What follows belongs to an exercise in optimizing a design on an open flow for a short achievable clock period and few clock cycles; a production flow would make more cautious choices. The RTL was checked by simulation tests, not by an equivalence proof against the original design. Power is estimated from default activity; no workload was simulated.

**flow/run.sh**
```bash
#!/bin/bash
# synth_recipe.tcl (not shown) runs the flow's synth.tcl, then flattens the netlist and writes it again
# the make line also repeats each setting of config.mk as NAME=value (left out here)
make -C /OpenROAD-flow-scripts/flow DESIGN_CONFIG=/design/flow/config.mk WORK_HOME=/design/flow/orfs CLKGATE_MAP_FILE= SYNTH_SCRIPT=/design/flow/synth_recipe.tcl finish
```
**flow/config.mk**
```make
export PLATFORM = sky130hd
export DESIGN_NAME = read_cache_top
export DESIGN_NICKNAME = read_cache_top
export VERILOG_FILES = /design/flow/design.v
export SDC_FILE = /design/flow/constraint.sdc
export NUM_CORES = 4
export LEC_CHECK = 0
export CAP_MARGIN = 20
export CORE_MARGIN = 2
export CORE_UTILIZATION = 40
export SLEW_MARGIN = 20
```
**flow/constraint.sdc**
```tcl
create_clock -name core_clock -period 6.0 [get_ports {cpu_intf}]
set_input_delay 1.2000 -clock core_clock [delete_from_list [all_inputs] [get_ports {cpu_intf}]]
set_output_delay 1.2000 -clock core_clock [all_outputs]
set_load 0.01 [all_outputs]
```
**flow/design.v**
```verilog
`timescale 1ns/1ns
module ahb_read_port #(
    parameter int LINE_IDX_W = $clog2(16),
    parameter int WORD_OFF_W = $clog2(4)
) (
    input  logic                     cpu_intf,
    input  logic                     rst_n,
    input  logic [32-1:0] haddr,
    input  logic [1:0]               htrans,
    input  logic                     hit,
    input  logic [32-1:0] rd_data,
    input  logic                     refill_done,
    output logic                     hready,
    output logic [32-1:0] hrdata,
    output logic                     cache_hit,
    output logic                     lookup,
    output logic [32-1:0] lookup_addr,
    output logic                     miss_req
);
    logic accept;
    logic retry_q;
    logic waiting_q;
    assign accept = hready && htrans[1];
    always_ff @(posedge cpu_intf) begin
        if (accept) begin
            lookup_addr <= haddr;
        end
    end
    always_ff @(posedge cpu_intf) begin
        if (!rst_n) begin
            lookup    <= 1'b0;
            retry_q   <= 1'b0;
            waiting_q <= 1'b0;
        end else begin
            lookup  <= accept || (waiting_q && refill_done);
            retry_q <= waiting_q && refill_done;
            if (miss_req) begin
                waiting_q <= 1'b1;
            end else if (refill_done) begin
                waiting_q <= 1'b0;
            end
        end
    end
    assign miss_req = lookup && !hit;
    assign hready = !miss_req && !waiting_q;
    assign hrdata = rd_data;
    assign cache_hit = lookup && hit && !retry_q;
endmodule
`timescale 1ns/1ns
module cache_store #(
    parameter int LINE_IDX_W = $clog2(16),
    parameter int WORD_OFF_W = $clog2(4),
    parameter int TAG_W      = 32 - LINE_IDX_W - WORD_OFF_W - 2
) (
    input  logic                     cpu_intf,
    input  logic                     rst_n,
    input  logic [32-1:0] lookup_addr,
    input  logic                     fill_en,
    input  logic [LINE_IDX_W-1:0]    fill_idx,
    input  logic [WORD_OFF_W-1:0]    fill_off,
    input  logic [TAG_W-1:0]         fill_tag,
    input  logic [32-1:0] fill_data,
    input  logic                     fill_last,
    output logic                     hit,
    output logic [32-1:0] rd_data
);
    logic [16-1:0]  valid_q;
    logic [TAG_W-1:0]         tag_mem [16];
    logic [32-1:0] data_mem [16][4];
    logic [TAG_W-1:0]      lk_tag;
    logic [LINE_IDX_W-1:0] lk_idx;
    logic [WORD_OFF_W-1:0] lk_off;
    assign lk_off = lookup_addr[WORD_OFF_W+1:2];
    assign lk_idx = lookup_addr[LINE_IDX_W+WORD_OFF_W+1:WORD_OFF_W+2];
    assign lk_tag = lookup_addr[32-1:LINE_IDX_W+WORD_OFF_W+2];
    assign hit     = valid_q[lk_idx] && (tag_mem[lk_idx] == lk_tag);
    assign rd_data = data_mem[lk_idx][lk_off];
    always_ff @(posedge cpu_intf) begin
        if (!rst_n) begin
            valid_q <= '0;
        end else if (fill_en) begin
            valid_q[fill_idx] <= fill_last;
        end
    end
    always_ff @(posedge cpu_intf) begin
        if (fill_en) begin
            data_mem[fill_idx][fill_off] <= fill_data;
            if (fill_last) begin
                tag_mem[fill_idx] <= fill_tag;
            end
        end
    end
endmodule
`timescale 1ns/1ns
module line_refill #(
    parameter int LINE_IDX_W = $clog2(16),
    parameter int WORD_OFF_W = $clog2(4),
    parameter int TAG_W      = 32 - LINE_IDX_W - WORD_OFF_W - 2
) (
    input  logic                     cpu_intf,
    input  logic                     rst_n,
    input  logic                     miss_req,
    input  logic [32-1:0] miss_addr,
    input  logic [32-1:0] mem_rdata,
    input  logic                     mem_valid,
    output logic                     mem_rd,
    output logic [32-1:0] mem_addr,
    output logic                     fill_en,
    output logic [LINE_IDX_W-1:0]    fill_idx,
    output logic [WORD_OFF_W-1:0]    fill_off,
    output logic [TAG_W-1:0]         fill_tag,
    output logic [32-1:0] fill_data,
    output logic                     fill_last,
    output logic                     refill_done
);
    localparam logic [1:0] ST_IDLE = 2'b00;
    localparam logic [1:0] ST_READ = 2'b01;
    localparam logic [1:0] ST_WAIT = 2'b10;
    localparam logic [1:0] ST_DONE = 2'b11;
    logic [1:0]            state_q;
    logic [TAG_W-1:0]      tag_q;
    logic [LINE_IDX_W-1:0] idx_q;
    logic [WORD_OFF_W-1:0] off_q;
    logic                  last_word;
    assign last_word = (off_q == WORD_OFF_W'(4 - 1));
    always_ff @(posedge cpu_intf) begin
        if (!rst_n) begin
            state_q <= ST_IDLE;
        end else begin
            case (state_q)
                ST_IDLE: if (miss_req) state_q <= ST_READ;
                ST_READ: state_q <= ST_WAIT;
                ST_WAIT: begin
                    if (mem_valid) begin
                        state_q <= last_word ? ST_DONE : ST_READ;
                    end
                end
                ST_DONE: state_q <= ST_IDLE;
                default: state_q <= ST_IDLE;
            endcase
        end
    end
    always_ff @(posedge cpu_intf) begin
        if ((state_q == ST_IDLE) && miss_req) begin
            tag_q <= miss_addr[32-1:LINE_IDX_W+WORD_OFF_W+2];
            idx_q <= miss_addr[LINE_IDX_W+WORD_OFF_W+1:WORD_OFF_W+2];
            off_q <= '0;
        end else if (fill_en) begin
            off_q <= off_q + 1'b1;
        end
    end
    assign mem_rd   = (state_q == ST_READ);
    assign mem_addr = {tag_q, idx_q, off_q, 2'b00};
    assign fill_en     = (state_q == ST_WAIT) && mem_valid;
    assign fill_idx    = idx_q;
    assign fill_off    = off_q;
    assign fill_tag    = tag_q;
    assign fill_data   = mem_rdata;
    assign fill_last   = fill_en && last_word;
    assign refill_done = (state_q == ST_DONE);
endmodule
`timescale 1ns/1ns
module read_cache_top (
    input  logic                     cpu_intf,
    input  logic                     rst_n,
    input  logic [32-1:0] haddr,
    input  logic [1:0]               htrans,
    input  logic [32-1:0] mem_rdata,
    input  logic                     mem_valid,
    output logic                     hready,
    output logic [32-1:0] hrdata,
    output logic                     cache_hit,
    output logic                     mem_rd,
    output logic [32-1:0] mem_addr
);
    localparam int LINE_IDX_W = $clog2(16);
    localparam int WORD_OFF_W = $clog2(4);
    localparam int TAG_W      = 32 - LINE_IDX_W - WORD_OFF_W - 2;
    logic [32-1:0] lookup_addr;
    logic                     miss_req;
    logic                     hit;
    logic [32-1:0] rd_data;
    logic                     refill_done;
    logic                     fill_en;
    logic [LINE_IDX_W-1:0]    fill_idx;
    logic [WORD_OFF_W-1:0]    fill_off;
    logic [TAG_W-1:0]         fill_tag;
    logic [32-1:0] fill_data;
    logic                     fill_last;
    ahb_read_port i_port (
        .cpu_intf    (cpu_intf),
        .rst_n       (rst_n),
        .haddr       (haddr),
        .htrans      (htrans),
        .hit         (hit),
        .rd_data     (rd_data),
        .refill_done (refill_done),
        .hready      (hready),
        .hrdata      (hrdata),
        .cache_hit   (cache_hit),
        .lookup      (),
        .lookup_addr (lookup_addr),
        .miss_req    (miss_req)
    );
    cache_store i_store (
        .cpu_intf    (cpu_intf),
        .rst_n       (rst_n),
        .lookup_addr (lookup_addr),
        .fill_en     (fill_en),
        .fill_idx    (fill_idx),
        .fill_off    (fill_off),
        .fill_tag    (fill_tag),
        .fill_data   (fill_data),
        .fill_last   (fill_last),
        .hit         (hit),
        .rd_data     (rd_data)
    );
    line_refill i_refill (
        .cpu_intf    (cpu_intf),
        .rst_n       (rst_n),
        .miss_req    (miss_req),
        .miss_addr   (lookup_addr),
        .mem_rdata   (mem_rdata),
        .mem_valid   (mem_valid),
        .mem_rd      (mem_rd),
        .mem_addr    (mem_addr),
        .fill_en     (fill_en),
        .fill_idx    (fill_idx),
        .fill_off    (fill_off),
        .fill_tag    (fill_tag),
        .fill_data   (fill_data),
        .fill_last   (fill_last),
        .refill_done (refill_done)
    );
endmodule
```
==> flow_summary.json <==
{
  "routed_wirelength_mm": 243,
  "timing_hold_violations_final": 0,
  "cp_common_cell": "nor3_1",
  "critPathBufInv": 1,
  "outcome": "no timing/DRC/antenna violations",
  "cellLeakagePower_nw": 33.9,
  "rsz0062_at_grt": "no",
  "synth_cell_types": 71,
  "wl_per_cell_um": 31.6,
  "synthArstFlopShare_pct": 0,
  "rows": 180,
  "tightest_slew_ps": 1120,
  "drt_pass1_iterations": 5,
  "maxCapViolCount": 0,
  "crit_family": "simple AND/OR/NAND/NOR gates",
  "path_class": "reg -> out",
  "io_pins": 136,
  "cts-root-buf": "clkbuf_16",
  "syn-cell-area_mm2": 0.0963,
  "crit_fanout": 19,
  "gr-usage-all-layers_pct": 19.8,
  "yosysSeqAreaShare_pct": 78.2,
  "h-tree-depth": 4,
  "critPathCaptureType": "output port",
  "min_period_ps": 5690,
  "setup_ws_ps": 313,
  "worstPathCellList": "mux4_2, o22ai_1, nor3_1, nor4b_4, o2111ai_1, nor4_4, nand3_1, nor3_1, clkdlybuf4s50_1",
  "cts_buffers": 236,
  "fin_skew_ps": 60.5,
  "cp_slowest_stage_delay_ps": 620,
  "die_x_um": 495,
  "die_area_mm2": 0.245,
  "fin_nets": 4369,
  "drtAntennaViolNets": 0,
  "p_total_mw": 36.1,
  "arrival_ps": 4490,
  "die_h_um": 495,
  "max_freq_ghz": 0.176,
  "maxSlewViolCount": 0,
  "ys_ff_latch": 2517,
  "layout-drive-gt1-share_pct": 30.6,
  "avgViaCountPerCell": 5.80,
  "first_global_vias": 44600,
  "synth_area_leader_cell": "edfxtp_1",
  "syn_avg_cell_area_um2": 24.4,
  "syn_inst": 3951,
  "clk_path_buf_depth": 3,
  "drt-initial-drc-count": 5828,
  "peakVddDrop_mv": 0.272,
  "grt_overflow_total": 0,
  "synth_edf_count": 2490,
  "ys_warn_count": 3,
  "routabilityCongestion": 0.758,
  "final_cell_mix": "edfxtp_1, mux4_2, clkbuf_16",
  "initial_core_util_pct": 40.1,
  "final_cells": 7694,
  "yosysTopAreaCellShare_pct": 77.7,
  "timing.final.crit_share_pct": 94.8,
  "setup_violations": 0,
  "grt_max_degree": 105,
  "final_common_cell": "edfxtp_1",
  "grt_pass1_wl_mm": 340,
  "reg2reg_slack_ps": 1820,
  "antenna_found_initial": 27,
  "hold_class": "reg -> reg",
  "vias": 44600,
  "power_density_mw_per_mm2": 326,
  "placed_cells": 7235,
  "synthFlopType": "edfxtp_1",
  "fin_setup_tns_ps": 0,
  "areaGrowthSynthToFinish_pct": 14.9,
  "dp_slack_ps": 1080,
  "clock-sinks": 2517,
  "cts_tree": "done",
  "critPathRequiredTime_ps": 4800,
  "synthTopCellsByArea": "edfxtp_1, mux4_2, dfxtp_1",
  "dp_hpwl_mm": 134,
  "coreArea_mm2": 0.240,
  "slowest_stage": "dfxtp_4",
  "port_buffers": 130,
  "clk_pin_slew_worst_paths_ps": 60,
  "cp-start-kind": "flip-flop",
  "clock_latency_ps": 880,
  "relSlewSlack_pct": 25.1,
  "route.detailed.drc": 0
}
kinds of logic after synthesis:
family,count (synthesis),synth area share (%)
adder cells (fa/ha/maj),6,0.0780
AND/OR/NAND/NOR,276,1.37
other,1,0.00390
flip-flops,2517,78.2
multiplexers,812,18.3
buffers and inverters,211,1.01
AO/OA/AOI/OAI,87,0.669
XOR/XNOR,41,0.373
power by group:
part           internal, mW  switching, mW  leakage [nW]
logic                 0.998           1.19          7.59
registers              19.4          0.113          22.6
clock network          7.92           6.52          3.65
stage by stage:
| step | cell area, µm² | hold slack [ps] | utilization, % |
|---|---|---|---|
| 2_1_floorplan | 96300 | 424 | - |
| 3_3_place_gp | 103000 | 456 | 42.9 |
| 3_5_place_dp | 103000 | 454 | 42.9 |
| 4_1_cts | 110000 | 462 | 46.0 |
| 5_1_grt | 111000 | 489 | 46.1 |
| 6_report | 111000 | 460 | 46.1 |
per-layer routing:
metal | routed length [µm] | GRT usage [%] | vias to the layer above
li1 | - | - | 17800
met1 | 99700 | 28.1 | 24600
met2 | 117000 | 31.3 | 1933
met3 | 20800 | 4.37 | 330
met4 | 5170 | 4.69 | 16
met5 | 92 | 0 | -
registers in the layout, indices dropped and copies added (netlist names), named ones only:
| signal | cells |
|---|---|
| i_refill.off_q | 2 |
| i_store.data_mem | 2048 |
| i_port.waiting_q | 1 |
| i_refill.tag_q | 24 |
| i_port.lookup_addr | 30 |
| i_port.retry_q | 1 |
| i_store.valid_q | 16 |
| i_port.lookup | 1 |
| i_refill.idx_q | 4 |
| i_store.tag_mem | 384 |
| i_refill.state_q | 2 |
Yosys cell counts (3+ instances only):
library cell  number
edfxtp_1        2490
mux4_2           733
nor2_1           107
clkbuf_1         105
nand2_1           67
buf_1             56
mux2i_1           46
dfxtp_1           27
xor2_1            25
nand3_1           21
buf_2             20
a22oi_1           17
mux2_2            17
mux4_1            16
xnor2_1           16
nand2b_1          14
o22ai_1           14
buf_6             13
nor3_1            12
o21ai_0           11
nor2b_1           10
a21oi_1            8
and2_1             8
inv_1              7
ha_1               6
nand3b_1           5
nor3b_1            5
o32ai_1            5
a221oi_1           4
and3_1             4
buf_4              4
nor4_1             4
a31oi_1            3
nand4_1            3
o41ai_1            3
final cells by class:
class | instances | area, µm²
Timing Repair Buffer | 305 | 3160
Tap cell | 3185 | 3990
Clock buffer | 293 | 6170
Clock inverter | 154 | 1320
Multi-Input combinational cell | 1224 | 20600
Fill cell | 19600 | 129000
Sequential cell | 2517 | 75300
Antenna cell | 6 | 15.0
Inverter | 10 | 37.5
worst paths after layout:
| kind | startpoint | end | depth (start not counted) |
|---|---|---|---|
| worst max register to register | flip-flop | i_refill.idx_q[3] | 10 |
| worst min-delay path | i_store.valid_q[12] | i_store.valid_q[12] | 2 |
| worst min register to register | i_store.valid_q[12] | i_store.valid_q[12] | 2 |
| worst max-delay path | flip-flop | cache_hit | 9 |
repair_timing:
item	CTS	global route
setup buffers	0	3
gates resized for setup	0	2
hold buffers	0	0
endpoints found under the setup margin	0	2
worst reg2reg max path, cell delays in order (launching register included):
cell and delay, ps:
dfxtp_4 620, buf_4 330, mux4_2 530, a22o_1 270
a221oi_2 200, xnor2_1 270, nor4_1 90, and3_2 220
a31oi_4 380, and2_1 450, buf_4 460
Testbench counts, summed over its fixed seeds: cycles 121,149.

==> what the ideal ports hide <==
No port has a modelled driver above. Below, the same layout with a new extraction and two added sets of constraints. Step 1 sets driving cells, clkbuf_16 on the clock port and buf_2 on the other inputs (assumed; they add their load-dependent delay and slew). Step 2 moves the port delays by t, midway between the first and last clock arrival at a register: inputs arrive t later, outputs are due t later. That takes back most of the time a late clock gives input paths. Slacks: no drivers / after step 1 / after step 2; pairs: no drivers / after step 1.
t, ns: 0.951
setup slack, ns: 0.313 / 0.221 / 1.172
worst setup path at the end: register to output
After both steps this run still meets setup and hold. For this run, drivers alone change the setup slack by -0.092 ns; drivers and shift together by +0.859 ns.
